Source: an optimization exercise on an open RTL-to-GDS flow (aim: small area, a short achievable clock period and few clock cycles per item). Production flows keep margins and buffers that such runs may drop.
Only simulation tests tie the RTL to the original design; equivalence was not proved.
Power and IR drop assume default switching activity.

==> flow/design.v <==
package bcls_pkg;
   localparam int unsigned MAX_LANES      = 16;
   localparam int unsigned MAX_CHUNK_BITS = 32;
   localparam int unsigned BYTE_W         = 8;
   localparam int unsigned LANE_W         = $clog2(MAX_LANES);
   localparam int unsigned CW_W           = 6;
   localparam int unsigned LC_W           = 5;
   localparam int unsigned EN_W           = 16;
   localparam int unsigned BLOCK_W        = MAX_CHUNK_BITS + BYTE_W;
   localparam int unsigned LEVEL_W        = $clog2(BLOCK_W);
   localparam int unsigned IDX_W          = LANE_W + 1;
   localparam int unsigned CNT_W          = 3;
   localparam int unsigned ACC_W          = MAX_CHUNK_BITS + BYTE_W - 1;
   localparam int unsigned TOTAL_W        = $clog2(ACC_W + 1);
   localparam int unsigned CSR_IDX_W  = 2;
   localparam int unsigned CSR_DATA_W = EN_W;
   localparam logic [CSR_IDX_W-1:0] REG_CHUNK_WIDTH = 2'd0;
   localparam logic [CSR_IDX_W-1:0] REG_LANE_COUNT  = 2'd1;
   localparam logic [CSR_IDX_W-1:0] REG_LANE_ENABLE = 2'd2;
   localparam logic [CW_W-1:0]      CHUNK_WIDTH_RST = 6'd8;
   localparam logic [LC_W-1:0]      LANE_COUNT_RST  = 5'd1;
   localparam logic [EN_W-1:0]      LANE_ENABLE_RST = 16'd1;
   typedef logic [2:0] op_type;
   localparam op_type OP_NONE  = 3'd0;
   localparam op_type OP_LOAD  = 3'd1;
   localparam op_type OP_TAKE  = 3'd2;
   localparam op_type OP_EMIT  = 3'd3;
   localparam op_type OP_STORE = 3'd4;
   localparam op_type OP_FSCAN = 3'd5;
   localparam op_type OP_DFIN  = 3'd6;
   localparam op_type OP_FFIN  = 3'd7;
   localparam int unsigned STS_W           = 6;
   localparam int unsigned STS_CHUNK_AVAIL = 5;
   localparam int unsigned STS_LANE_ON     = 4;
   localparam int unsigned STS_TOTAL_GE8   = 3;
   localparam int unsigned STS_SCAN_STEP   = 2;
   localparam int unsigned STS_SCAN_LAST   = 1;
   localparam int unsigned STS_FIN_OK      = 0;
endpackage
import bcls_pkg::*;
module bcls_ctrl
(
   input  logic    clock,
   input  logic    reset,
   input  logic    req_valid,
   input  logic    req_action,
   output logic    req_ready,
   input  logic [STS_W-1:0] sts,
   output logic [2:0] cmd_op
);
   localparam logic [2:0] ST_IDLE  = 3'd0;
   localparam logic [2:0] ST_CHUNK = 3'd1;
   localparam logic [2:0] ST_EMIT  = 3'd2;
   localparam logic [2:0] ST_FSCAN = 3'd3;
   localparam logic [2:0] ST_DFIN  = 3'd4;
   localparam logic [2:0] ST_FFIN  = 3'd5;
   logic [2:0] state_ff;
   logic [2:0] state_in;
   assign req_ready = (state_ff == ST_IDLE);
   always_comb begin
      state_in = state_ff;
      cmd_op   = OP_NONE;
      unique case (state_ff)
         ST_IDLE: begin
            if (req_valid) begin
               if (req_action) begin
                  state_in = ST_FSCAN;
               end else begin
                  cmd_op   = OP_LOAD;
                  state_in = ST_CHUNK;
               end
            end
         end
         ST_CHUNK: begin
            if (sts[STS_CHUNK_AVAIL]) begin
               cmd_op = OP_TAKE;
               if (sts[STS_LANE_ON]) begin
                  state_in = ST_EMIT;
               end
            end else begin
               state_in = ST_DFIN;
            end
         end
         ST_EMIT: begin
            if (sts[STS_TOTAL_GE8]) begin
               cmd_op = OP_EMIT;
            end else begin
               cmd_op   = OP_STORE;
               state_in = ST_CHUNK;
            end
         end
         ST_FSCAN: begin
            cmd_op = OP_FSCAN;
            if (sts[STS_SCAN_STEP] && sts[STS_SCAN_LAST]) begin
               state_in = ST_FFIN;
            end
         end
         ST_DFIN: begin
            cmd_op = OP_DFIN;
            if (sts[STS_FIN_OK]) begin
               state_in = ST_IDLE;
            end
         end
         ST_FFIN: begin
            cmd_op = OP_FFIN;
            if (sts[STS_FIN_OK]) begin
               state_in = ST_IDLE;
            end
         end
         default: begin
            state_in = ST_IDLE;
         end
      endcase
   end
   always_ff @(posedge clock) begin
      if (reset) begin
         state_ff <= ST_IDLE;
      end else begin
         state_ff <= state_in;
      end
   end
endmodule
import bcls_pkg::*;
module bcls_dp
(
   input  logic                  clock,
   input  logic                  reset,
   input  logic                  csr_we,
   input  logic [CSR_IDX_W-1:0]  csr_index,
   input  logic [CSR_DATA_W-1:0] csr_data,
   input  logic [BYTE_W-1:0]     req_data_byte,
   input  logic [2:0]            cmd_op,
   output logic [STS_W-1:0]      sts,
   input  logic                  rsp_ready,
   output logic                  rsp_valid,
   output logic [LANE_W-1:0]     rsp_lane,
   output logic [BYTE_W-1:0]     rsp_out_byte,
   output logic                  rsp_last
);
   localparam logic [MAX_CHUNK_BITS-1:0] CHUNK_ONES = {MAX_CHUNK_BITS{1'b1}};
   logic [CW_W-1:0] cw_ff, cw_in;
   logic [LC_W-1:0] lc_ff, lc_in;
   logic [EN_W-1:0] en_ff, en_in;
   logic [BLOCK_W-1:0] bits_ff, bits_in;
   logic [LEVEL_W-1:0] level_ff, level_in;
   logic [IDX_W-1:0]   idx_ff, idx_in;
   logic [MAX_LANES-1:0][BYTE_W-1:0] pend_bits_ff, pend_bits_in;
   logic [MAX_LANES-1:0][CNT_W-1:0]  pend_cnt_ff, pend_cnt_in;
   logic [ACC_W-1:0]   acc_ff, acc_in;
   logic [TOTAL_W-1:0] total_ff, total_in;
   logic [LANE_W-1:0]  cur_lane_ff, cur_lane_in;
   logic [LANE_W-1:0] scan_ff, scan_in;
   logic              hold_valid_ff, hold_valid_in;
   logic [LANE_W-1:0] hold_lane_ff, hold_lane_in;
   logic [BYTE_W-1:0] hold_byte_ff, hold_byte_in;
   logic              out_valid_ff, out_valid_in;
   logic [LANE_W-1:0] out_lane_ff, out_lane_in;
   logic [BYTE_W-1:0] out_byte_ff, out_byte_in;
   logic              out_last_ff, out_last_in;
   logic [CW_W-1:0]           w_eff;
   logic [LC_W-1:0]           lanes_eff;
   logic [LANE_W-1:0]         rd_addr;
   logic [BYTE_W-1:0]         rd_bits;
   logic [CNT_W-1:0]          rd_cnt;
   logic [MAX_CHUNK_BITS-1:0] chunk;
   logic [ACC_W-1:0]          acc_take;
   logic [TOTAL_W-1:0]        total_take;
   logic                      can_push;
   logic                      push_ok;
   logic                      scan_want;
   logic                      new_valid;
   logic [LANE_W-1:0]         new_lane;
   logic [BYTE_W-1:0]         new_byte;
   always_comb begin
      if (cw_ff == '0) begin
         w_eff = CW_W'(1);
      end else if (cw_ff > CW_W'(MAX_CHUNK_BITS)) begin
         w_eff = CW_W'(MAX_CHUNK_BITS);
      end else begin
         w_eff = cw_ff;
      end
      if (lc_ff == '0) begin
         lanes_eff = LC_W'(1);
      end else if (lc_ff > LC_W'(MAX_LANES)) begin
         lanes_eff = LC_W'(MAX_LANES);
      end else begin
         lanes_eff = lc_ff;
      end
   end
   assign rd_addr = (cmd_op == OP_FSCAN) ? scan_ff : idx_ff[LANE_W-1:0];
   assign rd_bits = pend_bits_ff[rd_addr];
   assign rd_cnt  = pend_cnt_ff[rd_addr];
   assign chunk      = bits_ff[MAX_CHUNK_BITS-1:0]
                       & (CHUNK_ONES >> (CW_W'(MAX_CHUNK_BITS) - w_eff));
   assign acc_take   = ACC_W'(rd_bits) | (ACC_W'(chunk) << rd_cnt);
   assign total_take = TOTAL_W'(rd_cnt) + TOTAL_W'(w_eff);
   assign can_push  = !out_valid_ff || rsp_ready;
   assign push_ok   = !hold_valid_ff || can_push;
   assign scan_want = en_ff[scan_ff] && (rd_cnt != '0);
   always_comb begin
      new_valid = 1'b0;
      new_lane  = cur_lane_ff;
      new_byte  = acc_ff[BYTE_W-1:0];
      if (cmd_op == OP_EMIT) begin
         new_valid = push_ok;
      end else if (cmd_op == OP_FSCAN) begin
         new_valid = scan_want && push_ok;
         new_lane  = scan_ff;
         new_byte  = rd_bits;
      end
   end
   always_comb begin
      sts[STS_CHUNK_AVAIL] = (idx_ff < IDX_W'(lanes_eff)) && (level_ff >= LEVEL_W'(w_eff));
      sts[STS_LANE_ON]     = en_ff[idx_ff[LANE_W-1:0]];
      sts[STS_TOTAL_GE8]   = (total_ff >= TOTAL_W'(BYTE_W));
      sts[STS_SCAN_STEP]   = !scan_want || push_ok;
      sts[STS_SCAN_LAST]   = (scan_ff == LANE_W'(MAX_LANES - 1));
      sts[STS_FIN_OK]      = !hold_valid_ff || can_push;
   end
   always_comb begin
      cw_in         = cw_ff;
      lc_in         = lc_ff;
      en_in         = en_ff;
      bits_in       = bits_ff;
      level_in      = level_ff;
      idx_in        = idx_ff;
      pend_bits_in  = pend_bits_ff;
      pend_cnt_in   = pend_cnt_ff;
      acc_in        = acc_ff;
      total_in      = total_ff;
      cur_lane_in   = cur_lane_ff;
      scan_in       = scan_ff;
      hold_valid_in = hold_valid_ff;
      hold_lane_in  = hold_lane_ff;
      hold_byte_in  = hold_byte_ff;
      out_valid_in  = out_valid_ff;
      out_lane_in   = out_lane_ff;
      out_byte_in   = out_byte_ff;
      out_last_in   = out_last_ff;
      if (csr_we) begin
         unique case (csr_index)
            REG_CHUNK_WIDTH: cw_in = csr_data[CW_W-1:0];
            REG_LANE_COUNT:  lc_in = csr_data[LC_W-1:0];
            REG_LANE_ENABLE: en_in = csr_data[EN_W-1:0];
            default: ;
         endcase
      end
      case (cmd_op)
         OP_LOAD: begin
            bits_in  = bits_ff | (BLOCK_W'(req_data_byte) << level_ff);
            level_in = level_ff + LEVEL_W'(BYTE_W);
         end
         OP_TAKE: begin
            bits_in     = bits_ff >> w_eff;
            level_in    = level_ff - LEVEL_W'(w_eff);
            idx_in      = idx_ff + IDX_W'(1);
            acc_in      = acc_take;
            total_in    = total_take;
            cur_lane_in = idx_ff[LANE_W-1:0];
         end
         OP_EMIT: begin
            if (push_ok) begin
               acc_in   = acc_ff >> BYTE_W;
               total_in = total_ff - TOTAL_W'(BYTE_W);
            end
         end
         OP_STORE: begin
            pend_bits_in[cur_lane_ff] = acc_ff[BYTE_W-1:0];
            pend_cnt_in[cur_lane_ff]  = total_ff[CNT_W-1:0];
         end
         OP_FSCAN: begin
            if (sts[STS_SCAN_STEP]) begin
               scan_in = sts[STS_SCAN_LAST] ? '0 : scan_ff + LANE_W'(1);
            end
         end
         OP_DFIN: begin
            if (idx_ff >= IDX_W'(lanes_eff)) begin
               bits_in  = '0;
               level_in = '0;
               idx_in   = '0;
            end
         end
         OP_FFIN: begin
            bits_in      = '0;
            level_in     = '0;
            idx_in       = '0;
            scan_in      = '0;
            pend_bits_in = '0;
            pend_cnt_in  = '0;
         end
         default: ;
      endcase
      if (out_valid_ff && rsp_ready) begin
         out_valid_in = 1'b0;
      end
      if (new_valid) begin
         if (hold_valid_ff) begin
            out_valid_in = 1'b1;
            out_lane_in  = hold_lane_ff;
            out_byte_in  = hold_byte_ff;
            out_last_in  = 1'b0;
         end
         hold_valid_in = 1'b1;
         hold_lane_in  = new_lane;
         hold_byte_in  = new_byte;
      end
      if (((cmd_op == OP_DFIN) || (cmd_op == OP_FFIN)) && hold_valid_ff && can_push) begin
         out_valid_in  = 1'b1;
         out_lane_in   = hold_lane_ff;
         out_byte_in   = hold_byte_ff;
         out_last_in   = 1'b1;
         hold_valid_in = 1'b0;
      end
   end
   always_ff @(posedge clock) begin
      if (reset) begin
         cw_ff         <= CHUNK_WIDTH_RST;
         lc_ff         <= LANE_COUNT_RST;
         en_ff         <= LANE_ENABLE_RST;
         bits_ff       <= '0;
         level_ff      <= '0;
         idx_ff        <= '0;
         pend_bits_ff  <= '0;
         pend_cnt_ff   <= '0;
         scan_ff       <= '0;
         hold_valid_ff <= 1'b0;
         out_valid_ff  <= 1'b0;
      end else begin
         cw_ff         <= cw_in;
         lc_ff         <= lc_in;
         en_ff         <= en_in;
         bits_ff       <= bits_in;
         level_ff      <= level_in;
         idx_ff        <= idx_in;
         pend_bits_ff  <= pend_bits_in;
         pend_cnt_ff   <= pend_cnt_in;
         scan_ff       <= scan_in;
         hold_valid_ff <= hold_valid_in;
         out_valid_ff  <= out_valid_in;
      end
   end
   always_ff @(posedge clock) begin
      acc_ff       <= acc_in;
      total_ff     <= total_in;
      cur_lane_ff  <= cur_lane_in;
      hold_lane_ff <= hold_lane_in;
      hold_byte_ff <= hold_byte_in;
      out_lane_ff  <= out_lane_in;
      out_byte_ff  <= out_byte_in;
      out_last_ff  <= out_last_in;
   end
   assign rsp_valid    = out_valid_ff;
   assign rsp_lane     = out_lane_ff;
   assign rsp_out_byte = out_byte_ff;
   assign rsp_last     = out_last_ff;
endmodule
import bcls_pkg::*;
module bit_chunk_lane_splitter_unit
(
   input  logic                  clock,
   input  logic                  reset,
   input  logic                  req_valid,
   output logic                  req_ready,
   input  logic                  req_action,
   input  logic [7:0]            req_data_byte,
   output logic                  rsp_valid,
   input  logic                  rsp_ready,
   output logic [3:0]            rsp_lane,
   output logic [7:0]            rsp_out_byte,
   output logic                  rsp_last,
   input  logic                  csr_we,
   input  logic [CSR_IDX_W-1:0]  csr_index,
   input  logic [CSR_DATA_W-1:0] csr_data
);
   logic [2:0]       cmd_op;
   logic [STS_W-1:0] sts;
   bcls_ctrl u_ctrl (
      .clock      (clock),
      .reset      (reset),
      .req_valid  (req_valid),
      .req_action (req_action),
      .req_ready  (req_ready),
      .sts        (sts),
      .cmd_op     (cmd_op)
   );
   bcls_dp u_dp (
      .clock         (clock),
      .reset         (reset),
      .csr_we        (csr_we),
      .csr_index     (csr_index),
      .csr_data      (csr_data),
      .req_data_byte (req_data_byte),
      .cmd_op        (cmd_op),
      .sts           (sts),
      .rsp_ready     (rsp_ready),
      .rsp_valid     (rsp_valid),
      .rsp_lane      (rsp_lane),
      .rsp_out_byte  (rsp_out_byte),
      .rsp_last      (rsp_last)
   );
endmodule
==> flow/run.sh <==
#!/bin/bash
# synth_recipe.tcl (not shown) runs the flow's synth.tcl, then flattens the netlist and writes it again
# the make line also repeats each setting of config.mk as NAME=value (left out here)
make -C /OpenROAD-flow-scripts/flow DESIGN_CONFIG=/design/flow/config.mk WORK_HOME=/design/flow/orfs CLKGATE_MAP_FILE= SYNTH_SCRIPT=/design/flow/synth_recipe.tcl finish
==> flow/config.mk <==
export PLATFORM = sky130hd
export DESIGN_NAME = bit_chunk_lane_splitter_unit
export DESIGN_NICKNAME = bit_chunk_lane_splitter_unit
export VERILOG_FILES = /design/flow/design.v
export SDC_FILE = /design/flow/constraint.sdc
export NUM_CORES = 4
export LEC_CHECK = 0
export CAP_MARGIN = 20
export CORE_MARGIN = 2
export CORE_UTILIZATION = 40
export SLEW_MARGIN = 20
==> flow/constraint.sdc <==
create_clock -name core_clock -period 6.5 [get_ports {clock}]
set_input_delay 1.3000 -clock core_clock [delete_from_list [all_inputs] [get_ports {clock}]]
set_output_delay 1.3000 -clock core_clock [all_outputs]
set_load 0.01 [all_outputs]
==> summary.md <==
| Metric | Value |
|---|---|
| Status | `complete, no violations` |
| Final setup violating endpoints | `0` |
| Number of antenna violations at the first check in global routing | `0` |
| Class of the worst hold path | `register to register` |
| Die height | `227.5 um` |
| P per Cell Area | `between 300 and 400 nW/um^2` |
| Fraction of power consumed by combinational cells | `31.7%` |
| Power after layout | `7.658 mW` |
| Global-route wire length before repair | `between 100000 and 150000 um` |
| Number of enable flip-flop cells after synthesis | `73` |
| Synth-to-Final Area Change | `11.76%` |
| Synth top cells by count | `nor2_1, nand2_1, dfxtp_1` |
| H-tree depth | `2` |
| Length of the first detailed-routing pass in iterations | `9` |
| Core Region | `49150 um^2` |
| Post-CTS setup repair buffer count | `0` |
| RSZ-0062 raised after global routing | `false` |
| Final layout net count | `2454` |
| Via count of the first global-routing pass | `18.41k` |
| Final global-route overflow total | `0` |
| Die area | `between 50000 and 60000 um^2` |
| Shortest clock period the worst path allows after layout | `~4.8 ns` |
| Worst Setup End Kind | `register` |
| Clock tree from TritonCTS | `done` |
| DRC errors left | `0` |
| Headroom to the max-slew limit | `27.09%` |
| Final Routed Wirelength | `71690 um` |
| Final Skew | `approximately 0.015 ns` |
| Clock share of power | `33.0%` |
| Category of the most critical setup path | `register to register` |
| Detail-routed net length per standard cell | `23.20 um` |
| Number of hold violations in the final report | `0` |
| Floorplan row count | `81` |
| Hold buffer count at cts | `0` |
| Most frequent cell after synthesis | `nor2_1` |
| Crit path launch type | `register` |
| Fraction of layout cells with a size suffix above 1 | `a little under 8%` |
| Via Count | `19.40k` |
| Ys Warns | `2` |
| Port Buffers | `46` |
| Share of synthesized area occupied by flip-flops and latches | `a little under two fifths` |
| Multi-input combinational cell area | `roughly 12000 um^2` |
| Number of nets still failing antenna checks after routing | `0` |
| Number of maximum-capacitance constraint violations | `0` |
| Initial core utilization | `roughly two fifths` |
| Synth Area per Inst | `8.157 um^2` |
| Buffer levels on the longest clock path | `3` |
| Number of top-level pins | `between 40 and 50` |
| Synth unique cells | `91` |
| Fin Setup TNS | `0 ns` |
| Most frequently used flop master after synthesis | `dfxtp_1` |
| Sequential standard cell area | `between 7000 and 8000 um^2` |
| Maximum resistive drop on vdd | `0.2131 mV` |
| Detailed router's first-iteration violation count | `between 2k and 2.5k` |
| Total leakage power | `8.121 nW` |
| Fraction of power spent switching nets | `37.90%` |
| Horizontal die dimension | `227.5 um` |
| Worst-margin pin slew | `1.085 ns` |
| Worst Path Max Fanout | `51` |
| Yosys top cell area share | `26.44%` |
| Post-synthesis cell type with the largest combined area | `dfxtp_1` |
| Net load switching power | `~2.9 mW` |
| Synthesized Nets | `~2.5k` |
| Sinks on the clock net | `337` |
| Overall routing resource usage | `27.61%` |
| Number of slew-limit violations in the final report | `0` |
| Cell Area, Synth | `19990 um^2` |
| Post-synth ARST share | `0%` |
| Signal arrival time at the worst endpoint | `between 5 and 6 ns` |
| DR vias/cell | `6.277` |
| Cell types with the largest area share after synthesis | `dfxtp_1, edfxtp_1, nor2_1, mux2i_1, a22oi_1` |
| Internal power summed over all cells | `around 4.8 mW` |
| Seq cells post-synth | `337` |
| Cell count after synthesis | `2450` |
| Highest achievable clock rate | `206.9 MHz` |
| DP HPWL | `between 50000 and 60000 um` |
| CTS-repair resized insts | `0` |
| CTS clock-pin slew for the worst setup and hold paths | `~0.06 ns` |
| Worst-skew pair later-pin latency | `0.57 ns` |
| CTS Root Cell | `clkbuf_16` |
| Data required, critical path | `6.69 ns` |
| Clock buffers created by TritonCTS | `41` |
| RePlAce Congestion | `0.9666` |
| Largest net degree at the start of global routing | `approximately 170` |
| Fin crit share | `74.37%` |
| Number of inserted filler cells in the final layout | `4853` |
| Sequential share of power | `35.4%` |
-- per-layer routing --
layer / track usage, % / up-vias / share of wire, % / wire length, um
li1: - / 8840 / - / -
met4: 12.12 / 0 / 4.5 / 3206
met3: 4.091 / 214 / 8.2 / 5879
met2: 45.26 / 1044 / 47 / 33350
met5: 0 / - / 0 / 0
met1: 36.10 / 9297 / 41 / 29250
-- worst paths after layout --
check | end | depth (start not counted) | from | slack (ns)
max | u_dp.hold_byte_ff[1]$_DFFE_PN_ | 10 | u_ctrl.state_ff[1]$_SDFFE_PP0P_ | 1.67
min | u_dp.out_lane_ff[3]$_DFFE_PP_ | 0 | u_dp.hold_lane_ff[3]$_DFFE_PN_ | 0.42
max reg2reg | u_dp.hold_byte_ff[1]$_DFFE_PN_ | 10 | u_ctrl.state_ff[1]$_SDFFE_PP0P_ | 1.67
min reg2reg | u_dp.out_lane_ff[3]$_DFFE_PP_ | 0 | u_dp.hold_lane_ff[3]$_DFFE_PN_ | 0.42
-- logic make-up (layout without fill, tap and decap cells) --
logic type      count (synthesis)  count (layout)  synth area share, %
compound gates                664             664                23.54
xor+xnor                       13              13               0.5697
fa+ha+maj                      29              29                1.891
buf+inv                       236             211                5.065
flops                         337             337                37.41
mux                           181             181                10.25
other cells                     0               1                    0
simple gates                  990             990                21.27
-- power by group through the flow --
stage          registers [mW]  logic [mW]  clock network, mW
6_report                 2.71        2.42               2.52
5_1_grt                  2.73        2.60               2.64
4_1_cts                  2.70        2.38               2.56
3_5_place_dp             2.75        2.37                  0
3_3_place_gp             2.74        2.35                  0
2_1_floorplan            2.61        1.70                  0
-- final cells by class --
cell class,count,area share [%]
Antenna cell,1,0.01120
Clock buffer,53,5.069
Timing Repair Buffer,87,3.557
Sequential cell,337,33.48
Multi-Input combinational cell,1877,51.80
Inverter,49,0.8234
Clock inverter,22,1.546
Tap cell,664,3.719
-- per-stage QoR --
| stage | area, um^2 | hold slack (ns) | utilization, % | setup slack [ns] | cells |
|---|---|---|---|---|---|
| 2_1_floorplan | 19990 | 0.4003 | - | 1.442 | 2450 |
| 3_3_place_gp | 20850 | 0.4032 | 42.41 | 1.807 | 3014 |
| 3_5_place_dp | 20850 | 0.4081 | 42.42 | 1.661 | 3014 |
| 4_1_cts | 22330 | 0.4215 | 45.43 | 1.657 | 3089 |
| 5_1_grt | 22330 | 0.4324 | 45.44 | 1.240 | 3089 |
| 6_report | 22340 | 0.4201 | 45.44 | 1.666 | 3090 |
-- flip-flops by register name (all words and copies together) (netlist names) --
register	flops
u_dp.scan_ff	4
u_dp.cw_ff	6
u_dp.out_last_ff	1
u_dp.out_lane_ff	4
u_dp.pend_cnt_ff	48
u_dp.lc_ff	5
u_dp.out_valid_ff	1
u_dp.pend_bits_ff	128
u_dp.idx_ff	5
u_ctrl.state_ff	3
u_dp.out_byte_ff	8
u_dp.cur_lane_ff	4
u_dp.hold_lane_ff	4
u_dp.hold_valid_ff	1
u_dp.bits_ff	40
u_dp.acc_ff	39
u_dp.en_ff	16
u_dp.hold_byte_ff	8
u_dp.total_ff	6
u_dp.level_ff	6
-- critical path, stage by stage (launching register included) --
cell and delay [ns]:
dfxtp_1 0.72, and4b_1 0.61, a21o_2 0.48, buf_4 0.56, a2111oi_4 0.10, a211oi_1 0.30, a22oi_2 0.09, buf_4 0.22
a31oi_2 0.25, a21oi_1 0.22, nor2_1 0.89
-- placed cells by master, fill, tap and decap left out, drive strengths merged, types with 42 or more instances in the layout --
master and n:
a21oi 138, mux2i 142, nor2 403, a22oi 179, clkbuf 53, o21ai 73, nor3 55, dfxtp 264
inv 47, nand3 77, nand2 324, edfxtp 73, buf 42, clkdlybuf4s50 45
Testbench counts, summed over its fixed seeds: cycles 24,628, items 4,211.

[static timing again, ports no longer ideal]
Ports are ideal in the flow. The routed layout listed here was re-timed in OpenROAD.
Step 1: set_driving_cell puts a clkbuf_16 on clock and a buf_2 on each other input, an assumption about the parent block.
Step 2, shift: input delay + t, output delay - t, t = (earliest + latest rising clock arrival at the registers) / 2. This alone moves slack from input paths to output paths.
Slacks: ideal / step 1 / step 2; pairs: ideal / step 1.
t (ns): 0.621
setup WS [ns]: 1.666 / 1.666 / 1.666
hold slack, ns: 0.420 / 0.420 / 0.420
After both steps this run still meets setup and hold. For this run, drivers alone change the setup slack by 0.000 ns; drivers and shift together by 0.000 ns.
